Source: an optimization exercise on an open RTL-to-GDS flow (aim: small area and a short achievable clock period). Production flows keep margins and buffers that such runs may drop.
In this exercise RTL edits were held to simulation tests only and were not proved equivalent to the original.
Power figures rest on the tool's default switching activity, not on a simulated workload.

==> flow/design.v (outline; a module is shown in full before it is edited, if it fits) <==
// module mul_issue: 50 lines
// module mul_stage: 39 lines
// module mul_tree: 2715 lines
// module mul_result: 72 lines
// module mul_unit: 56 lines
module mul_unit (
    input  logic           clk,
    input  logic           rst_n,
    input  mul_pkg::op_t   op,
    input  mul_pkg::word_t mul_in_a,
    input  mul_pkg::word_t mul_in_b,
    output logic           mul_out_valid,
    output mul_pkg::word_t mul_out
);
  // ...
==> flow/flow/run.sh <==
#!/bin/bash
# The standard layout (the standard.sh, ORFS from the unchanged standard synthesis
# through finish) with two changes:
#  1. after synthesis, polarity2.py re-chooses where the netlist's inverters go around
#     its full adders (a full adder is self-dual, so an adder whose inputs and outputs
#     all pass through inverters can drop them); registers are untouched and the
#     netlist's function is unchanged.
#  2. the buffers ORFS puts on every input and output port are sky130_fd_sc_hd__buf_2
#     instead of the cell buffer_ports picks by default (clkdlybuf4s50_1, a delay cell
#     that is both larger and slower).
# Each tool's full output goes to a log of its own in this folder: run_synth.log,
# run_polarity.log, run_layout.log (ORFS's per-step logs stay under orfs/logs/).
set -euo pipefail
cd "$(dirname "$0")/.."
PORTBUF="BUFFER_PORTS_ARGS=-buffer_cell sky130_fd_sc_hd__buf_2"
bash standard.sh "$PORTBUF" synth > run_synth.log 2>&1
RES=orfs/results/${FLOW_PLATFORM}/mul_unit/base
cp "$RES/1_2_yosys.v" run_1_2_yosys_standard.v
python3 flow/polarity2.py run_1_2_yosys_standard.v "$RES/1_2_yosys.v" > run_polarity.log 2>&1
# make rebuilds 1_synth.odb from the rewritten netlist
rm -f "$RES/1_synth.odb" "$RES/1_synth.sdc"
touch "$RES/1_2_yosys.v"
bash standard.sh "$PORTBUF" finish > run_layout.log 2>&1
test -f out/final.def
==> flow/flow/polarity2.py <==
#!/usr/bin/env python3
"""Re-choose inverter placement around full adders in a mapped sky130 netlist.

A full adder is self-dual: FA(~a, ~b, ~c) = (~sum, ~cout); and an xor2 becomes an
xnor2 by complementing its output. Yosys's extract_fa leaves many adders whose inputs
and outputs all pass through inverters. This pass removes the netlist's inverters
(except those at ports), chooses for each full adder and xor2/xnor2 whether to use it
complemented so as to need as few inverters as possible (local search), and puts back
one inverter per signal that some load needs complemented. Registers and every other
cell stay as they are, and the netlist's function is unchanged.

usage: polarity2.py IN.v OUT.v
"""
import math
import random
import re
import sys

P = "sky130_fd_sc_hd__"
OUT_PINS = {"X", "Y", "Q", "Q_N", "SUM", "COUT", "HI", "LO"}
INV = {P + "inv_1", P + "inv_2", P + "inv_4", P + "inv_6", P + "inv_8",
       P + "clkinv_1", P + "clkinv_2", P + "clkinv_4"}
FA = {P + "fa_1", P + "fa_2", P + "fa_4"}
XSWAP = {P + "xor2_1": P + "xnor2_1", P + "xnor2_1": P + "xor2_1",
         P + "xor2_2": P + "xnor2_2", P + "xnor2_2": P + "xor2_2",
         P + "xor2_4": P + "xnor2_4", P + "xnor2_4": P + "xor2_4"}

src = open(sys.argv[1]).read()
cell_re = re.compile(r"^  (\S+) (\S+(?: )?) \((.*?)\n  \);\n", re.S | re.M)
pin_re = re.compile(r"\.(\w+)\(([^()]*)\)")
m = list(cell_re.finditer(src))
head = src[:m[0].start()]
tail = src[m[-1].end():]
for a, b in zip(m, m[1:]):
    assert src[a.end():b.start()].strip() == "", src[a.end():b.start()][:200]

cells = {}
order = []
for x in m:
    typ, name, body = x.group(1), x.group(2).strip(), x.group(3)
    pins = {p: n.strip() for p, n in pin_re.findall(body)}
    cells[name] = [typ, pins]
    order.append(name)

ports = set()
for hi, lo, nm in re.findall(r"^\s*(?:input|output)\s+(?:\[(\d+):(\d+)\]\s+)?(\S+);", head, re.M):
    if hi:
        ports.update(f"{nm}[{i}]" for i in range(int(lo), int(hi) + 1))
    else:
        ports.add(nm)

drv = {}
for name, (typ, pins) in cells.items():
    for p, n in pins.items():
        if p in OUT_PINS:
            drv[n] = (name, p)

# inverters this pass may remove: not touching a port
I = {c for c, (t, pins) in cells.items()
     if t in INV and pins["A"] not in ports and pins["Y"] not in ports}

def source(n):
    par = 0
    while n in drv and drv[n][0] in I:
        n = cells[drv[n][0]][1]["A"]
        par ^= 1
    return n, par

def flippable(c):
    t, pins = cells[c]
    if t not in FA and t not in XSWAP:
        return False
    return all(n not in ports for p, n in pins.items() if p in OUT_PINS)

# signals: net -> list of (cell, pin, parity)
loads = {}
for c, (t, pins) in cells.items():
    if c in I:
        continue
    for p, n in pins.items():
        if p in OUT_PINS:
            continue
        s, par = source(n)
        loads.setdefault(s, []).append((c, p, par))

var = {c: 0 for c in cells if c not in I and flippable(c)}
# signals each variable touches
touch = {c: set() for c in var}
for s, ld in loads.items():
    d = drv.get(s)
    if d and d[0] in var:
        touch[d[0]].add(s)
    for c, p, par in ld:
        if c in var and cells[c][0] in FA:
            touch[c].add(s)

def cost(s):
    d = drv.get(s)
    prod = var.get(d[0], 0) if d else 0
    for c, p, par in loads[s]:
        need = par ^ (var[c] if c in var and cells[c][0] in FA else 0)
        if need != prod:
            return 1
    return 0

total = sum(cost(s) for s in loads)
start = total
best = total
best_var = dict(var)
names = sorted(var)
rng = random.Random(1)
T = 0.6
steps = 60 * len(names)
for k in range(steps):
    c = rng.choice(names)
    sig = touch[c]
    before = sum(cost(s) for s in sig)
    var[c] ^= 1
    after = sum(cost(s) for s in sig)
    d = after - before
    temp = T * (1 - k / steps) + 1e-3
    if d <= 0 or rng.random() < math.exp(-d / temp):
        total += d
        if total < best:
            best = total
            best_var = dict(var)
    else:
        var[c] ^= 1
var = best_var
n_removed = len(I)
print(f"polarity2: inverters {n_removed} removable, {start} before search, {best} after",
      file=sys.stderr)

# rebuild
for c in I:
    del cells[c]
order = [c for c in order if c not in I]
new_wires = []
cnt = [0]
inv_net = {}
def inverted(s):
    if s not in inv_net:
        cnt[0] += 1
        y = f"_pol{cnt[0]}_"
        new_wires.append(y)
        name = f"_polinv{cnt[0]}_"
        cells[name] = [P + "inv_1", {"A": s, "Y": y}]
        order.append(name)
        inv_net[s] = y
    return inv_net[s]

for s, ld in loads.items():
    d = drv.get(s)
    prod = var.get(d[0], 0) if d else 0
    for c, p, par in ld:
        need = par ^ (var[c] if c in var and cells[c][0] in FA else 0)
        cells[c][1][p] = s if need == prod else inverted(s)

for c, v in var.items():
    if v and cells[c][0] in XSWAP:
        t, pins = cells[c]
        nt = XSWAP[t]
        op = [p for p in pins if p in OUT_PINS][0]
        np = "Y" if "xnor" in nt else "X"
        net = pins.pop(op)
        pins[np] = net
        cells[c][0] = nt

out = [head.rstrip("\n")]
for w in new_wires:
    out.append(f"  wire {w};")
def esc(n):
    return n + " " if n.startswith("\\") else n
for name in order:
    typ, pins = cells[name]
    body = ",\n".join(f"    .{p}({esc(n)})" for p, n in pins.items())
    out.append(f"  {typ} {esc(name)} (\n{body}\n  );")
out.append(tail.lstrip("\n"))
open(sys.argv[2], "w").write("\n".join(out))
==> flow/standard.sh <==
#!/bin/bash
# synth_recipe.tcl (not shown) runs the flow's synth.tcl, then flattens the netlist and writes it again
# the make line also repeats each setting of config.mk as NAME=value (left out here)
make -C /OpenROAD-flow-scripts/flow DESIGN_CONFIG=/design/flow/config.mk WORK_HOME=/design/flow/orfs CLKGATE_MAP_FILE= SYNTH_SCRIPT=/design/flow/synth_recipe.tcl "${@:-finish}"
==> flow/config.mk <==
export PLATFORM = sky130hd
export DESIGN_NAME = mul_unit
export DESIGN_NICKNAME = mul_unit
export VERILOG_FILES = /design/flow/design.v
export SDC_FILE = /design/flow/constraint.sdc
export NUM_CORES = 4
export LEC_CHECK = 0
export ABC_AREA = 1
export CAP_MARGIN = 50
export CORE_MARGIN = 2
export CORE_UTILIZATION = 40
export SLEW_MARGIN = 75
==> flow/constraint.sdc <==
create_clock -name core_clock -period 20.0 [get_ports {clk}]
set_input_delay 4.0000 -clock core_clock [delete_from_list [all_inputs] [get_ports {clk}]]
set_output_delay 4.0000 -clock core_clock [all_outputs]
set_load 0.01 [all_outputs]
==> flow_metrics.env, run 1 <==
export IMPL_status="timing/DRC/antenna clean"
export IMPL_signal_buffers=203
export IMPL_yosysWarnings=6
export IMPL_fin_util_pct=45.13
export IMPL_crit_path_end="mul_out[24]"
export IMPL_nets=3767
export IMPL_cts_root_buf="clkbuf_16"
export IMPL_fin_hold_ws_ns=0.3213
export IMPL_place_port_buffers=106
export IMPL_dp_hpwl_um=73990
export IMPL_power_leader="combinational logic"
export IMPL_dpl_cell_area_mm2=0.03322
export IMPL_synth_area_mm2=0.03117
export IMPL_first_global_vias=24628
export IMPL_maxCapViolations=0
export IMPL_max_stage_delay_ns=0.32
export IMPL_via_count=24003
export IMPL_viasPerCell=5.766
export IMPL_tns_ns=0
export IMPL_slew_violations=0
export IMPL_synth_avg_cell_area_um2=10.02
export IMPL_start_util_pct=40.30
export IMPL_p_per_area_mw_per_mm2=188.0
export IMPL_tritoncts="built"
export IMPL_placed_cells=4080
export IMPL_drt_total_wl_um=108300
export IMPL_coreArea_mm2=0.07734
export IMPL_sh_seq_area_pct=19.92
export IMPL_grtUsageTotal_pct=26.62
export IMPL_globalRouteMet3Util_pct=9.686
export IMPL_n_fill_cell=7306
==> run 2, diff against run 1 <==
--- a/flow/flow/polarity2.py
+++ b/flow/flow/polarity2.py
@@ -109,8 +109,8 @@
 best_var = dict(var)
 names = sorted(var)
 rng = random.Random(1)
-T = 0.6
-steps = 60 * len(names)
+T = 3.0
+steps = 1000 * len(names)
 for k in range(steps):
     c = rng.choice(names)
     sig = touch[c]
--- a/flow/config.mk
+++ b/flow/config.mk
@@ -6,7 +6,7 @@
 export NUM_CORES = 4
 export LEC_CHECK = 0
 export ABC_AREA = 1
-export CAP_MARGIN = 50
+export CAP_MARGIN = 20
 export CORE_MARGIN = 2
 export CORE_UTILIZATION = 40
-export SLEW_MARGIN = 75
+export SLEW_MARGIN = 20
==> flow_metrics.env, run 2 <==
export IMPL_status="timing/DRC/antenna clean"
export IMPL_cts_root_buf="clkbuf_16"
export IMPL_max_stage_delay_ns=0.33
export IMPL_rows=101
export IMPL_slowest_stage="dfxtp_1"
export IMPL_synth_avg_cell_area_um2=10.19
export IMPL_r2r_setup_slack_ns=14.97
export IMPL_cts_clk_slew_worst_paths_ns=0.06
export IMPL_crit_chain="buf_2"
export IMPL_p_per_area_mw_per_mm2=183.5
export IMPL_post_cts_resized=0
export IMPL_nets=3675
export IMPL_period_share_pct=25.33
export IMPL_fin_util_pct=44.42
export IMPL_yosysWarnings=6
export IMPL_start_kind="flop"
export IMPL_clk_latency_ns=0.61
export IMPL_endpoint_kind="output pin"
export IMPL_grt_overflow=0
export IMPL_die_w_um=281.7
export IMPL_worst_pin_slew_ns=0.9659
export IMPL_die_h_um=281.7
export IMPL_dr_wl_met2_um=45110
export IMPL_io_pins=107
export IMPL_drc_errors=0
export IMPL_grt_pass1_wl_um=159400
export IMPL_rr_worst_depth=9
export IMPL_antenna_found_initial=5
export IMPL_syn_num_nets=3704
export IMPL_grt_max_degree=41
export IMPL_critical_path_class="flop to output pin"
export IMPL_numCtsBuffers=42
export IMPL_fmaxAchievable_mhz=197.4
export IMPL_hold_buffers=0
export IMPL_arrival_ns=1.07
export IMPL_coreArea_mm2=0.07620
export IMPL_reg2reg_to="stage_i.sum1_out[33]$_DFF_P_"
export IMPL_synth_area_mm2=0.03085
export IMPL_viasPerCell=5.849
export IMPL_tns_ns=0
export IMPL_drtIter0Drc=2743
export IMPL_hold_end="result_i.r_d[1][17]$_DFF_P_"
export IMPL_top_layer_used="met5"
export IMPL_dieArea_mm2=0.07936
export IMPL_slew_violations=0
export IMPL_synthCells=3026
export IMPL_place_congestion=0.9316
export IMPL_crit_buf_inv=1
export IMPL_cts_sinks=346
export IMPL_min_period_ns=5.066
export IMPL_slew_headroom_pct=34.93
export IMPL_critical_path_top_delay_family="flip-flops"
export IMPL_n_fill_cell=7250
export IMPL_top_register="result_i.r_d"
export IMPL_min_from="result_i.r_d[0][17]$_DFF_P_"
export IMPL_skew_ns=0.03355
export IMPL_tritoncts="built"
export IMPL_layout_commonest_cell="o22ai_1"
export IMPL_largest_register_ffs=96
export IMPL_wl_met3_um=16180
export IMPL_cp_max_fo=2
export IMPL_cp_required_ns=16.00
export IMPL_drive_gt1_share_pct=9.931
export IMPL_wl_met1_um=41540
export IMPL_layout_common_cells="o22ai_1 (512), fa_1 (490), xnor2_1 (458), dfxtp_1 (345), inv_1 (197)"
export IMPL_post_cts_buffers=0
export IMPL_largest_registers="result_i.r_d: 96 flops, stage_i.sum0_out: 64 flops, stage_i.sum1_out: 63 flops"
export IMPL_hp_class="flop to flop"
export IMPL_drtAntennaViolNets=0
export IMPL_ir_drop_v=0.0001228
export IMPL_maxCapViolations=0
export IMPL_clockBufferDepth=3
export IMPL_drt_total_wl_um=108300
export IMPL_via_count=23776
export IMPL_dp_hpwl_um=72420
export IMPL_leakage_nw=13.44
export IMPL_firstDrtPassIters=6
export IMPL_first_global_vias=24073
export IMPL_setup_violations=0
export IMPL_whs_path_depth=0
export IMPL_syn2layout_area_growth_pct=9.722
export IMPL_grtUsageTotal_pct=27.39
export IMPL_r2r_start="issue_i.neg[7]$_DFF_P_"
export IMPL_start_util_pct=40.48
export IMPL_hold_viol=0
export IMPL_routedWlPerCell_um=26.64
export IMPL_cts_max_level=2
export IMPL_power_w=0.006212
export IMPL_place_port_buffers=106
export IMPL_rsz0062_at_grt="false"
-- run 2: power by group --
part	switching, W	internal (W)
Sequential	0.000140	0.00104
Clock	0.000350	0.000501
Combinational	0.00237	0.00181
-- run 2: layout make-up --
type	count	area, µm²	area share, %
Clock inverter	28	392.9	1.161
Tap cell	1030	1289	3.807
Multi-Input combinational cell	2200	22070	65.21
Sequential cell	346	6928	20.47
Timing Repair Buffer	198	1221	3.608
Inverter	209	784.5	2.318
Clock buffer	50	1151	3.401
Antenna cell	4	10.01	0.02957
-- run 2: through the flow --
stage / hold WS [ns] / worst slack, ns / instances / instance area (µm²)
final: 0.3214 / 14.93 / 4065 / 33850
after global routing: 0.3259 / 14.87 / 4062 / 33840
after CTS: 0.3234 / 14.89 / 4061 / 33840
after detailed placement: 0.3121 / 14.90 / 3983 / 32290
after global placement: 0.3102 / 14.92 / 3983 / 32290
after floorplan: 0.3096 / 15.19 / 3026 / 30850
-- run 2: worst max-delay path by stage --
stage / cells after the start / from / slack (ns) / to
CTS: 1 / result_i.mul_out[19]$_SDFFE_PN0P_ / 14.89 / mul_out[19]
finish: 1 / result_i.mul_out[17]$_SDFFE_PN0P_ / 14.93 / mul_out[17]
global route: 1 / result_i.mul_out[19]$_SDFFE_PN0P_ / 14.87 / mul_out[19]
floorplan: 5 / op[5] / 15.19 / issue_i.sel_hi$_DFF_P_
detailed placement: 6 / op[5] / 14.90 / issue_i.sel_hi$_DFF_P_
global placement: 6 / op[5] / 14.92 / issue_i.neg[16]$_DFF_P_
-- run 2: routing by layer --
layer  vias to the layer above  track usage (%)
li1                       9998                -
met1                     11587            36.38
met2                      1835            39.27
met3                       352            10.70
met4                         4            12.34
met5                         -                0
==> run 3, diff against run 2 <==
--- a/flow/config.mk
+++ b/flow/config.mk
@@ -6,7 +6,9 @@
 export NUM_CORES = 4
 export LEC_CHECK = 0
 export ABC_AREA = 1
-export CAP_MARGIN = 20
+export CAP_MARGIN = 50
 export CORE_MARGIN = 2
 export CORE_UTILIZATION = 40
-export SLEW_MARGIN = 20
+export CTS_CLUSTER_DIAMETER = 120
+export CTS_CLUSTER_SIZE = 24
+export SLEW_MARGIN = 75
==> flow_metrics.env, run 3 <==
export IMPL_status="timing/DRC/antenna clean"
export IMPL_routedWlPerCell_um=26.73
export IMPL_drive_gt1_share_pct=11.08
export IMPL_r2r_start="issue_i.a_hi$_DFF_P_"
export IMPL_arrival_ns=1.06
export IMPL_critical_path_top_delay_family="flip-flops"
export IMPL_maxCapViolations=0
export IMPL_viasPerCell=5.872
export IMPL_grtUsageTotal_pct=27.15
export IMPL_cp_required_ns=16.00
export IMPL_clk_latency_ns=0.59
export IMPL_io_pins=107
export IMPL_skew_ns=0.04409
export IMPL_synth_area_mm2=0.03085
export IMPL_hp_class="flop to flop"
export IMPL_max_stage_delay_ns=0.33
export IMPL_start_util_pct=40.48
export IMPL_tns_ns=0
export IMPL_startpoint="result_i.mul_out[17]$_SDFFE_PN0P_"
export IMPL_ir_drop_v=0.0001461
export IMPL_worst_pin_slew_ns=0.4086
export IMPL_slew_violations=0
export IMPL_n_fill_cell=7223
export IMPL_largest_register_ffs=96
export IMPL_crit_cells=1
export IMPL_r2r_setup_slack_ns=15.51
export IMPL_cp_max_fo=2
export IMPL_final_area_mm2=0.03389
export IMPL_leakage_nw=13.37
export IMPL_hold_viol=0
export IMPL_syn2layout_area_growth_pct=9.864
export IMPL_top_register="result_i.r_d"
export IMPL_tritoncts="built"
export IMPL_rsz0062_at_grt="false"
export IMPL_die_w_um=281.7
export IMPL_fmaxAchievable_mhz=197.5
export IMPL_drtIter0Drc=3077
export IMPL_syn_num_nets=3704
export IMPL_start_kind="flop"
export IMPL_reg2reg_to="stage_i.sum1_out[34]$_DFF_P_"
export IMPL_min_period_ns=5.063
export IMPL_numCtsBuffers=22
export IMPL_antenna_found_initial=3
export IMPL_place_congestion=0.9316
export IMPL_largest_registers="result_i.r_d: 96 flops, stage_i.sum0_out: 64 flops, stage_i.sum1_out: 63 flops"
export IMPL_period_share_pct=25.32
export IMPL_critical_path_class="flop to output pin"
export IMPL_nets=3666
export IMPL_coreArea_mm2=0.07620
export IMPL_die_h_um=281.7
export IMPL_post_cts_resized=0
export IMPL_layout_commonest_cell="o22ai_1"
export IMPL_dpl_cell_area_mm2=0.03290
export IMPL_dieArea_mm2=0.07936
export IMPL_synth_avg_cell_area_um2=10.19
export IMPL_drtAntennaViolNets=0
export IMPL_cts_sinks=346
export IMPL_yosysWarnings=6
export IMPL_drc_errors=0
export IMPL_grt_max_degree=41
export IMPL_grt_pass1_wl_um=158600
export IMPL_cts_max_level=1
export IMPL_slowest_stage="dfxtp_1"
export IMPL_synthCells=3026
export IMPL_rr_worst_depth=11
export IMPL_place_port_buffers=106
export IMPL_hold_buffers=0
export IMPL_first_global_vias=23874
export IMPL_crit_buf_inv=1
export IMPL_p_per_area_mw_per_mm2=175.1
export IMPL_setup_violations=0
export IMPL_layout_common_cells="o22ai_1 (512), fa_1 (490), xnor2_1 (443), dfxtp_1 (333), inv_1 (180)"
export IMPL_crit_chain="buf_2"
export IMPL_dp_hpwl_um=73340
export IMPL_drt_total_wl_um=107700
export IMPL_cts_clk_slew_worst_paths_ns=0.08
export IMPL_slew_headroom_pct=72.76
export IMPL_crit_path_end="mul_out[17]"
export IMPL_post_cts_buffers=0
export IMPL_grt_overflow=0
export IMPL_via_count=23659
export IMPL_rows=101
export IMPL_clockBufferDepth=3
export IMPL_cts_root_buf="clkbuf_16"
export IMPL_firstDrtPassIters=6
export IMPL_endpoint_kind="output pin"
## run 3: area by class of cell
type / instances / area [µm²] / share of cell area [%]
repair buffers: 209 / 1812 / 5.346
clock buffers: 22 / 550.5 / 1.624
flip-flops and latches: 346 / 6953 / 20.52
multi-input cells: 2200 / 22300 / 65.78
diodes: 2 / 5.005 / 0.01477
clock inverters: 11 / 170.2 / 0.5021
well taps: 1030 / 1289 / 3.803
inverters: 209 / 817.0 / 2.411
## run 3: through the flow
| stage | std cells | power, W | setup WS, ns | utilization [%] | hold WS (ns) |
|---|---|---|---|---|---|
| CTS | 4021 | 0.005864 | 14.90 | 44.12 | 0.3326 |
| global placement | 3983 | 0.005170 | 14.92 | 42.38 | 0.3102 |
| global route | 4028 | 0.006494 | 14.87 | 44.47 | 0.3320 |
| floorplan | 3026 | 0.003878 | 15.19 | - | 0.3096 |
| finish | 4029 | 0.005935 | 14.94 | 44.48 | 0.3320 |
| detailed placement | 3988 | 0.005356 | 14.89 | 43.18 | 0.3121 |
## run 3: routing by layer
metal / global-route usage, % / wire length (µm) / up-vias
li1: - / - / 9962
met1: 36.44 / 41390 / 11603
met2: 39.41 / 45430 / 1779
met3: 9.803 / 15630 / 315
met4: 11.52 / 5253 / 0
met5: 0 / 0 / -
## run 3: power by group
part	switching (W)	internal (W)	leakage, nW
Combinational	0.00240	0.00185	10.1
Clock	0.000280	0.000227	0.351
Sequential	0.000140	0.00104	2.90
## run 3: how the worst min path moves through the flow
stage,startpoint,end,slack (ns),cells past startpoint
floorplan,result_i.r_d[0][0]$_DFF_P_,result_i.r_d[1][0]$_DFF_P_,0.31,0
global placement,result_i.r_d[0][20]$_DFF_P_,result_i.r_d[1][20]$_DFF_P_,0.31,0
detailed placement,result_i.r_d[0][14]$_DFF_P_,result_i.r_d[1][14]$_DFF_P_,0.31,0
CTS,result_i.r_d[1][28]$_DFF_P_,result_i.r_d[2][28]$_DFF_P_,0.33,0
global route,result_i.r_d[0][2]$_DFF_P_,result_i.r_d[1][2]$_DFF_P_,0.33,0
finish,result_i.r_d[1][10]$_DFF_P_,result_i.r_d[2][10]$_DFF_P_,0.33,0
==> run 4, diff against run 3 <==
--- a/flow/config.mk
+++ b/flow/config.mk
@@ -8,7 +8,8 @@
 export ABC_AREA = 1
 export CAP_MARGIN = 50
 export CORE_MARGIN = 2
-export CORE_UTILIZATION = 40
-export CTS_CLUSTER_DIAMETER = 120
-export CTS_CLUSTER_SIZE = 24
+export CORE_UTILIZATION = 55
+export CTS_CLUSTER_DIAMETER = 200
+export CTS_CLUSTER_SIZE = 20
+export PLACE_DENSITY = 0.65
 export SLEW_MARGIN = 75
==> flow_metrics.env, run 4 <==
export IMPL_status="timing/DRC/antenna clean"
export IMPL_antenna_cells=0
export IMPL_leakage_nw=13.35
export IMPL_placed_cells=3699
export IMPL_startpoint="result_i.mul_out[8]$_SDFFE_PN0P_"
export IMPL_grt_max_degree=41
export IMPL_r2r_start="issue_i.neg[4]$_DFF_P_"
export IMPL_largest_registers="result_i.r_d: 96 flops, stage_i.sum0_out: 64 flops, stage_i.sum1_out: 63 flops"
export IMPL_dieArea_mm2=0.05800
export IMPL_hold_end="result_i.r_d[2][28]$_DFF_P_"
export IMPL_syn_num_nets=3704
export IMPL_critical_path_top_delay_family="flip-flops"
export IMPL_drt_total_wl_um=107700
export IMPL_io_pins=107
export IMPL_place_congestion=0.9815
export IMPL_fmaxAchievable_mhz=199.0
export IMPL_setup_violations=0
export IMPL_cts_root_buf="clkbuf_16"
export IMPL_arrival_ns=1.03
export IMPL_antenna_found_initial=3
export IMPL_top_register="result_i.r_d"
export IMPL_largest_register_ffs=96
export IMPL_cts_sinks=346
export IMPL_crit_chain="buf_2"
export IMPL_hold_viol=0
export IMPL_min_period_ns=5.026
export IMPL_critical_path_class="flop to output pin"
export IMPL_worst_pin_slew_ns=0.4265
export IMPL_clockBufferDepth=3
export IMPL_tritoncts="built"
export IMPL_synth_avg_cell_area_um2=10.19
export IMPL_layout_common_cells="o22ai_1 (511), fa_1 (490), xnor2_1 (434), dfxtp_1 (331), inv_1 (184)"
export IMPL_cp_required_ns=16.00
export IMPL_nets=3660
export IMPL_post_cts_resized=0
export IMPL_max_stage_delay_ns=0.34
export IMPL_first_global_vias=25305
export IMPL_cp_max_fo=2
export IMPL_slew_headroom_pct=71.57
export IMPL_p_per_area_mw_per_mm2=177.2
export IMPL_crit_buf_inv=1
export IMPL_rsz0062_at_grt="false"
export IMPL_skew_ns=0.08963
export IMPL_dp_hpwl_um=73120
export IMPL_finalNonFillerCells=3734
export IMPL_place_port_buffers=106
export IMPL_drc_errors=0
export IMPL_r2r_setup_slack_ns=15.55
export IMPL_reg2reg_to="stage_i.sum1_out[30]$_DFF_P_"
export IMPL_drtIter0Drc=3344
export IMPL_grt_pass1_wl_um=160600
export IMPL_min_from="result_i.r_d[1][28]$_DFF_P_"
export IMPL_start_util_pct=55.78
export IMPL_via_count=24384
export IMPL_cts_clk_slew_worst_paths_ns=0.08
export IMPL_slowest_stage="dfxtp_1"
export IMPL_maxCapViolations=0
export IMPL_numCtsBuffers=21
export IMPL_die_w_um=240.8
export IMPL_clk_latency_ns=0.63
export IMPL_rows=86
export IMPL_start_kind="flop"
export IMPL_grtUsageTotal_pct=37.89
export IMPL_post_cts_buffers=0
export IMPL_ir_drop_v=0.0001252
export IMPL_rr_worst_depth=10
export IMPL_hold_buffers=0
export IMPL_viasPerCell=6.530
export IMPL_whs_path_depth=0
export IMPL_n_fill_cell=4707
export IMPL_synth_area_mm2=0.03085
export IMPL_die_h_um=240.8
export IMPL_coreArea_mm2=0.05531
export IMPL_yosysWarnings=6
export IMPL_synthCells=3026
export IMPL_routedWlPerCell_um=28.84
export IMPL_syn2layout_area_growth_pct=8.404
export IMPL_grt_overflow=0
export IMPL_tns_ns=0
export IMPL_hp_class="flop to flop"
export IMPL_endpoint_kind="output pin"
export IMPL_period_share_pct=25.13
export IMPL_slew_violations=0
export IMPL_drive_gt1_share_pct=11.05
export IMPL_firstDrtPassIters=6
export IMPL_drtAntennaViolNets=0
export IMPL_layout_commonest_cell="o22ai_1"
export IMPL_cts_max_level=1
-- run 4: how the worst max path moves through the flow --
stage | endpoint | slack (ns) | cells after the start
5_1_grt | mul_out[8] | 14.92 | 1
3_5_place_dp | issue_i.a_hi$_DFF_P_ | 14.87 | 6
6_report | mul_out[8] | 14.97 | 1
4_1_cts | mul_out[8] | 14.94 | 1
2_1_floorplan | issue_i.sel_hi$_DFF_P_ | 15.19 | 5
3_3_place_gp | issue_i.neg[16]$_DFF_P_ | 14.93 | 6
-- run 4: power by group --
group,internal (W),switching [W]
sequential,0.00104,0.000137
clock,0.000193,0.000255
combinational,0.00186,0.00244
-- run 4: per-stage QoR --
stage / worst slack (ns) / total power (W) / hold slack, ns / utilization, % / instance area [µm²]
6_report: 14.97 / 0.005927 / 0.3258 / 60.46 / 33440
5_1_grt: 14.92 / 0.006458 / 0.3332 / 60.46 / 33440
4_1_cts: 14.94 / 0.005840 / 0.3247 / 59.81 / 33080
3_5_place_dp: 14.87 / 0.005384 / 0.3121 / 58.78 / 32510
3_3_place_gp: 14.93 / 0.005144 / 0.3101 / 57.67 / 31900
2_1_floorplan: 15.19 / 0.003878 / 0.3096 / - / 30850
-- run 4: area by class of cell --
class | instances | area [µm²] | area share [%]
Multi-Input combinational cell | 2200 | 22390 | 66.94
Sequential cell | 346 | 6958 | 20.81
Timing Repair Buffer | 204 | 1772 | 5.298
Tap cell | 748 | 935.9 | 2.799
Inverter | 209 | 823.3 | 2.462
Clock buffer | 25 | 540.5 | 1.616
Clock inverter | 2 | 25.02 | 0.07483
-- run 4: layer usage --
layer	share of wire (%)	vias up	routed length, µm	global-route usage, %
li1	-	9924	-	-
met1	35	11838	37870	46.55
met2	42	2105	44920	54.95
met3	16	513	17150	16.86
met4	7.2	4	7732	22.65
met5	0.024	-	26	0.5051
==> run 5, diff against run 4 <==
--- a/flow/config.mk
+++ b/flow/config.mk
@@ -6,10 +6,10 @@
 export NUM_CORES = 4
 export LEC_CHECK = 0
 export ABC_AREA = 1
-export CAP_MARGIN = 50
+export CAP_MARGIN = 30
 export CORE_MARGIN = 2
 export CORE_UTILIZATION = 55
 export CTS_CLUSTER_DIAMETER = 200
 export CTS_CLUSTER_SIZE = 20
 export PLACE_DENSITY = 0.65
-export SLEW_MARGIN = 75
+export SLEW_MARGIN = 50
==> flow_metrics.env, run 5 <==
export IMPL_status="timing/DRC/antenna clean"
export IMPL_tritoncts="built"
export IMPL_cts_clk_slew_worst_paths_ns=0.08
export IMPL_tns_ns=0
export IMPL_fin_hold_ws_ns=0.3236
export IMPL_slew_headroom_pct=44.88
export IMPL_max_stage_delay_ns=0.33
export IMPL_top_register="result_i.r_d"
export IMPL_firstDrtPassIters=7
export IMPL_synth_avg_cell_area_um2=10.19
export IMPL_start_kind="flop"
export IMPL_synth_area_mm2=0.03085
export IMPL_hold_buffers=0
export IMPL_ir_drop_v=0.0001253
export IMPL_finalNonFillerCells=3718
export IMPL_layout_common_cells="o22ai_1 (512), fa_1 (490), xnor2_1 (458), dfxtp_1 (341), inv_1 (198)"
export IMPL_min_period_ns=5.040
export IMPL_nets=3648
export IMPL_numCtsBuffers=21
export IMPL_p_per_area_mw_per_mm2=179.4
export IMPL_p_seq_share_pct=20.2
export IMPL_die_w_um=240.8
export IMPL_yosysWarnings=6
export IMPL_grt_max_degree=41
export IMPL_hp_class="flop to flop"
export IMPL_r2r_setup_slack_ns=15.01
export IMPL_fin_util_pct=58.69
export IMPL_viasPerCell=6.536
export IMPL_syn2layout_area_growth_pct=5.224
export IMPL_period_share_pct=25.20
export IMPL_clk_latency_ns=0.61
export IMPL_critical_path_top_delay_family="flip-flops"
export IMPL_rsz0062_at_grt="false"
export IMPL_maxCapViolations=0
export IMPL_leakage_nw=12.95
export IMPL_drtIter0Drc=2966
export IMPL_clockBufferDepth=3
export IMPL_largest_registers="result_i.r_d: 96 flops, stage_i.sum0_out: 64 flops, stage_i.sum1_out: 63 flops"
export IMPL_antenna_found_initial=2
export IMPL_slowest_stage="dfxtp_1"
export IMPL_largest_register_ffs=96
export IMPL_dp_hpwl_um=72340
export IMPL_post_cts_resized=0
export IMPL_cp_max_fo=2
export IMPL_cp_required_ns=16.00
export IMPL_crit_buf_inv=1
export IMPL_syn_num_nets=3704
export IMPL_coreArea_mm2=0.05531
export IMPL_grtUsageTotal_pct=37.51
export IMPL_antenna_cells=0
export IMPL_drtAntennaViolNets=0
export IMPL_intPower_w=0.003033
export IMPL_crit_chain="buf_2"
export IMPL_clkPwrFrac_pct=7.5
export IMPL_grt_pass1_wl_um=159100
export IMPL_place_port_buffers=106
export IMPL_place_congestion=0.9815
export IMPL_arrival_ns=1.04
export IMPL_via_count=24299
export IMPL_pwr_share_comb_pct=72.2
export IMPL_skew_ns=0.07420
export IMPL_cts_sinks=346
export IMPL_routedWlPerCell_um=28.81
export IMPL_io_pins=107
export IMPL_critical_path_class="flop to output pin"
export IMPL_placed_cells=3695
export IMPL_cts_root_buf="clkbuf_16"
export IMPL_dieArea_mm2=0.05800
export IMPL_rows=86
export IMPL_start_util_pct=55.78
export IMPL_fmaxAchievable_mhz=198.4
export IMPL_synthCells=3026
export IMPL_cts_max_level=1
export IMPL_first_global_vias=25088
export IMPL_endpoint_kind="output pin"
export IMPL_p_sw_w=0.002788
export IMPL_switching_share_pct=47.90
export IMPL_layout_commonest_cell="o22ai_1"
export IMPL_setup_violations=0
export IMPL_hold_viol=0
export IMPL_worst_pin_slew_ns=0.8256
export IMPL_die_h_um=240.8
export IMPL_post_cts_buffers=0
export IMPL_slew_violations=0
export IMPL_drc_errors=0
export IMPL_drive_gt1_share_pct=8.485
export IMPL_drt_total_wl_um=107100
export IMPL_grt_overflow=0
run 5: cell count changes in the layout (fill, tap and decap cells not counted), moves of 6 or more:
| cell | change |
|---|---|
| xnor2_2 | -22 |
| inv_1 | +14 |
| inv_4 | -7 |
| buf_4 | +67 |
| clkbuf_8 | -20 |
| buf_8 | -14 |
| dfxtp_1 | +10 |
| buf_6 | -35 |
| o21ai_2 | -6 |
| xnor2_1 | +24 |
| o21ai_0 | +9 |
run 5: worst paths after layout:
| kind | cells past startpoint | from | endpoint |
|---|---|---|---|
| hold reg to reg | 0 | result_i.r_d[1][29]$_DFF_P_ | result_i.r_d[2][29]$_DFF_P_ |
| setup / recovery | 1 | result_i.mul_out[0]$_SDFFE_PN0P_ | mul_out[0] |
| setup reg to reg | 9 | issue_i.neg[9]$_DFF_P_ | stage_i.sum1_out[37]$_DFF_P_ |
| hold / removal | 0 | result_i.r_d[1][29]$_DFF_P_ | result_i.r_d[2][29]$_DFF_P_ |
run 5: per-stage QoR:
step / cell area [µm²] / power [W] / setup slack (ns)
after floorplan: 30850 / 0.003878 / 15.19
after global placement: 31900 / 0.005144 / 14.93
after detailed placement: 31900 / 0.005323 / 14.88
after CTS: 32450 / 0.005769 / 14.94
after global routing: 32460 / 0.006355 / 14.91
final: 32460 / 0.005822 / 14.96
run 5: layout make-up:
class                   count  area, µm²
clock buffers              21      525.5
inverters                 209      789.5
multi-input cells        2200      22070
fillers                  4855      22850
repair buffers            192       1180
well taps                 748      935.9
clock inverters             2      25.02
flip-flops and latches    346       6933
run 5: power groups by stage:
stage / clock network (W) / registers, W / logic (W)
4_1_cts: 0.000451 / 0.00117 / 0.00415
5_1_grt: 0.000474 / 0.00119 / 0.00469
2_1_floorplan: 0 / 0.00112 / 0.00276
3_3_place_gp: 0 / 0.00118 / 0.00396
6_report: 0.000439 / 0.00118 / 0.00420
3_5_place_dp: 0 / 0.00119 / 0.00414
run 5: per-layer routing:
metal / global-route usage, % / wire length [µm]
met2: 54.67 / 44470
met3: 14.85 / 16140
met1: 47.22 / 38260
met4: 22.00 / 8170
met5: 0.5051 / 61
run 5: worst reg2reg max path, delay by kind of cell, from the launching register on:
kind,cells,cell delay (ns)
DFF,1,0.87
adders and majority gates,6,2.77
xor gates and xnor gates,1,0.29
buffers and inverters,2,0.96
==> run 6, diff against run 5 <==
--- a/flow/config.mk
+++ b/flow/config.mk
@@ -6,10 +6,9 @@
 export NUM_CORES = 4
 export LEC_CHECK = 0
 export ABC_AREA = 1
-export CAP_MARGIN = 30
+export CAP_MARGIN = 50
 export CORE_MARGIN = 2
-export CORE_UTILIZATION = 55
+export CORE_UTILIZATION = 40
 export CTS_CLUSTER_DIAMETER = 200
 export CTS_CLUSTER_SIZE = 20
-export PLACE_DENSITY = 0.65
-export SLEW_MARGIN = 50
+export SLEW_MARGIN = 75
==> flow_metrics.env, run 6 <==
export IMPL_status="timing/DRC/antenna clean"
export IMPL_slowest_stage="dfxtp_1"
export IMPL_max_stage_delay_ns=0.35
export IMPL_largest_register_ffs=96
export IMPL_cts_clk_slew_worst_paths_ns=0.08
export IMPL_synth_area_mm2=0.03085
export IMPL_cts_max_level=1
export IMPL_largest_registers="result_i.r_d: 96 flops, stage_i.sum0_out: 64 flops, stage_i.sum1_out: 63 flops"
export IMPL_skew_ns=0.05609
export IMPL_tritoncts="built"
export IMPL_place_congestion=0.9316
export IMPL_via_count=23596
export IMPL_top_register="result_i.r_d"
export IMPL_rows=101
export IMPL_drc_errors=0
export IMPL_hold_end="result_i.r_d[2][28]$_DFF_P_"
export IMPL_dieArea_mm2=0.07936
export IMPL_slew_violations=0
export IMPL_n_fill_cell=7248
export IMPL_cp_max_fo=2
export IMPL_setup_violations=0
export IMPL_ir_drop_v=0.0001137
export IMPL_seqCellArea_mm2=0.006953
export IMPL_clk_latency_ns=0.61
export IMPL_crit_buf_inv=1
export IMPL_viasPerCell=5.868
export IMPL_post_cts_buffers=0
export IMPL_endpoint_kind="output pin"
export IMPL_dp_slack_ns=14.89
export IMPL_hold_viol=0
export IMPL_dpl_cell_area_mm2=0.03290
export IMPL_drive_gt1_share_pct=10.64
export IMPL_synth_avg_cell_area_um2=10.19
export IMPL_drtAntennaViolNets=0
export IMPL_post_cts_resized=0
export IMPL_p_per_area_mw_per_mm2=174.3
export IMPL_coreArea_mm2=0.07620
export IMPL_drt_total_wl_um=108100
export IMPL_fmaxAchievable_mhz=198.0
export IMPL_nets=3664
export IMPL_reg2reg_to="stage_i.sum1_out[33]$_DFF_P_"
export IMPL_die_w_um=281.7
export IMPL_firstDrtPassIters=6
export IMPL_period_share_pct=25.25
export IMPL_numCtsBuffers=21
export IMPL_start_util_pct=40.48
export IMPL_routedWlPerCell_um=26.87
export IMPL_critical_path_top_delay_family="flip-flops"
export IMPL_place_port_buffers=106
export IMPL_yosysWarnings=6
export IMPL_io_pins=107
export IMPL_antenna_found_initial=2
export IMPL_finalNonFillerCells=4021
export IMPL_maxCapViolations=0
export IMPL_critical_path_class="flop to output pin"
export IMPL_worst_pin_slew_ns=0.4107
export IMPL_drtIter0Drc=2619
export IMPL_syn2layout_area_growth_pct=9.191
export IMPL_rr_worst_depth=10
export IMPL_grt_overflow=0
export IMPL_whs_path_depth=0
export IMPL_die_h_um=281.7
export IMPL_final_area_mm2=0.03368
export IMPL_grt_pass1_wl_um=159000
export IMPL_min_period_ns=5.051
export IMPL_clockBufferDepth=3
export IMPL_hold_buffers=0
export IMPL_r2r_start="issue_i.neg[3]$_DFF_P_"
export IMPL_rsz0062_at_grt="false"
export IMPL_syn_num_nets=3704
export IMPL_hp_class="flop to flop"
export IMPL_tns_ns=0
export IMPL_first_global_vias=23874
export IMPL_grt_max_degree=41
export IMPL_multi_input_area_mm2=0.02228
export IMPL_slew_headroom_pct=72.62
export IMPL_placed_cells=3988
export IMPL_crit_chain="buf_2"
export IMPL_cts_root_buf="clkbuf_16"
export IMPL_cp_required_ns=16.00
export IMPL_leakage_nw=13.28
export IMPL_arrival_ns=1.05
export IMPL_r2r_setup_slack_ns=15.50
export IMPL_synthCells=3026
export IMPL_dp_hpwl_um=73340
export IMPL_min_from="result_i.r_d[1][28]$_DFF_P_"
export IMPL_grtUsageTotal_pct=27.25
export IMPL_layout_common_cells="o22ai_1 (512), fa_1 (490), xnor2_1 (443), dfxtp_1 (333), inv_1 (180)"
export IMPL_cts_sinks=346
export IMPL_start_kind="flop"
export IMPL_layout_setup_ws_ns=14.95
export IMPL_fin_hold_ws_ns=0.3259
export IMPL_layout_commonest_cell="o22ai_1"
-- run 6: cell type report --
cell class / count / share of cell area (%)
multi-input combinational: 2200 / 66.15
sequential: 346 / 20.64
timing repair buffer: 208 / 5.275
clock inverter: 2 / 0.07429
clock buffer: 24 / 1.594
tap: 1030 / 3.826
inverter: 209 / 2.426
antenna: 2 / 0.01486
-- run 6: metrics by stage --
step	util, %	total power (W)
final	44.20	0.005873
after global routing	44.20	0.006438
after CTS	43.92	0.005818
after detailed placement	43.18	0.005356
after global placement	42.38	0.005170
after floorplan	-	0.003878
-- run 6: where the power goes --
part	total [W]	switching, W	leakage, nW	internal (W)
clock	0.000452	0.000259	0.274	0.000193
combinational	0.00424	0.00239	10.1	0.00185
sequential	0.00118	0.000141	2.90	0.00104
total	0.00587	0.00279	13.3	0.00308
-- run 6: per-layer routing --
| metal | routed length [µm] | GRT usage [%] |
|---|---|---|
| met5 | 0 | 0 |
| met4 | 5442 | 11.89 |
| met3 | 15690 | 9.969 |
| met2 | 44950 | 39.26 |
| met1 | 41970 | 36.61 |
-- run 6: worst register-to-register path, delay by kind of cell, from the launching register on --
family | cells | cell delay, ns
buffers and inverters | 3 | 0.89
adders and majority gates | 6 | 2.96
xor gates and xnor gates | 1 | 0.19
DFF | 1 | 0.33
-- run 6: worst max-delay path by stage --
stage,slack [ns],endpoint,startpoint,depth (start not counted)
after floorplan,15.19,issue_i.sel_hi$_DFF_P_,op[5],5
after global placement,14.92,issue_i.neg[16]$_DFF_P_,op[5],6
after detailed placement,14.89,issue_i.sel_hi$_DFF_P_,op[5],6
after CTS,14.90,mul_out[19],result_i.mul_out[19]$_SDFFE_PN0P_,1
after global routing,14.89,mul_out[19],result_i.mul_out[19]$_SDFFE_PN0P_,1
final,14.95,mul_out[24],result_i.mul_out[24]$_SDFFE_PN0P_,1

==> static timing again, ports no longer ideal <==
The flow's constraints put no driver on any port. The routed layouts listed below were extracted and timed again, unchanged, in two steps. Step 1, drivers: a clkbuf_16 drives clk and a buf_2 each remaining input, both assumed. Step 2 adds t to the input delays and takes it off the output delays; t is the mean of the earliest and latest rising clock arrival at the registers after step 1. Input paths then give back, and output paths get back, about the clock's delay inside the block. Three values: ideal ports, drivers, drivers and shift; two values: the first two.
| run | t (ns) | setup slack, ns | hold slack, ns | worst data-port slew with drivers (ns) |
|---|---|---|---|---|
| run 1 | 0.666 | 14.932 / 14.864 / 14.979 | 0.321 / 0.321 / 0.321 | 0.05 |
| run 2 | 0.655 | 14.934 / 14.875 / 14.895 | 0.321 / 0.321 / 0.321 | 0.05 |
| run 3 | 0.632 | 14.937 / 14.878 / 14.997 | 0.332 / 0.332 / 0.332 | 0.06 |
| run 4 | 0.650 | 14.974 / 14.908 / 14.909 | 0.326 / 0.326 / 0.326 | 0.05 |
| run 5 | 0.639 | 14.960 / 14.896 / 14.802 | 0.324 / 0.324 / 0.324 | 0.05 |
| run 6 | 0.647 | 14.949 / 14.885 / 14.954 | 0.326 / 0.326 / 0.326 | 0.06 |
After both steps setup and hold are still met in every run listed. For run 5, which loses most, drivers alone change the setup slack by -0.064 ns; drivers and shift together by -0.158 ns.
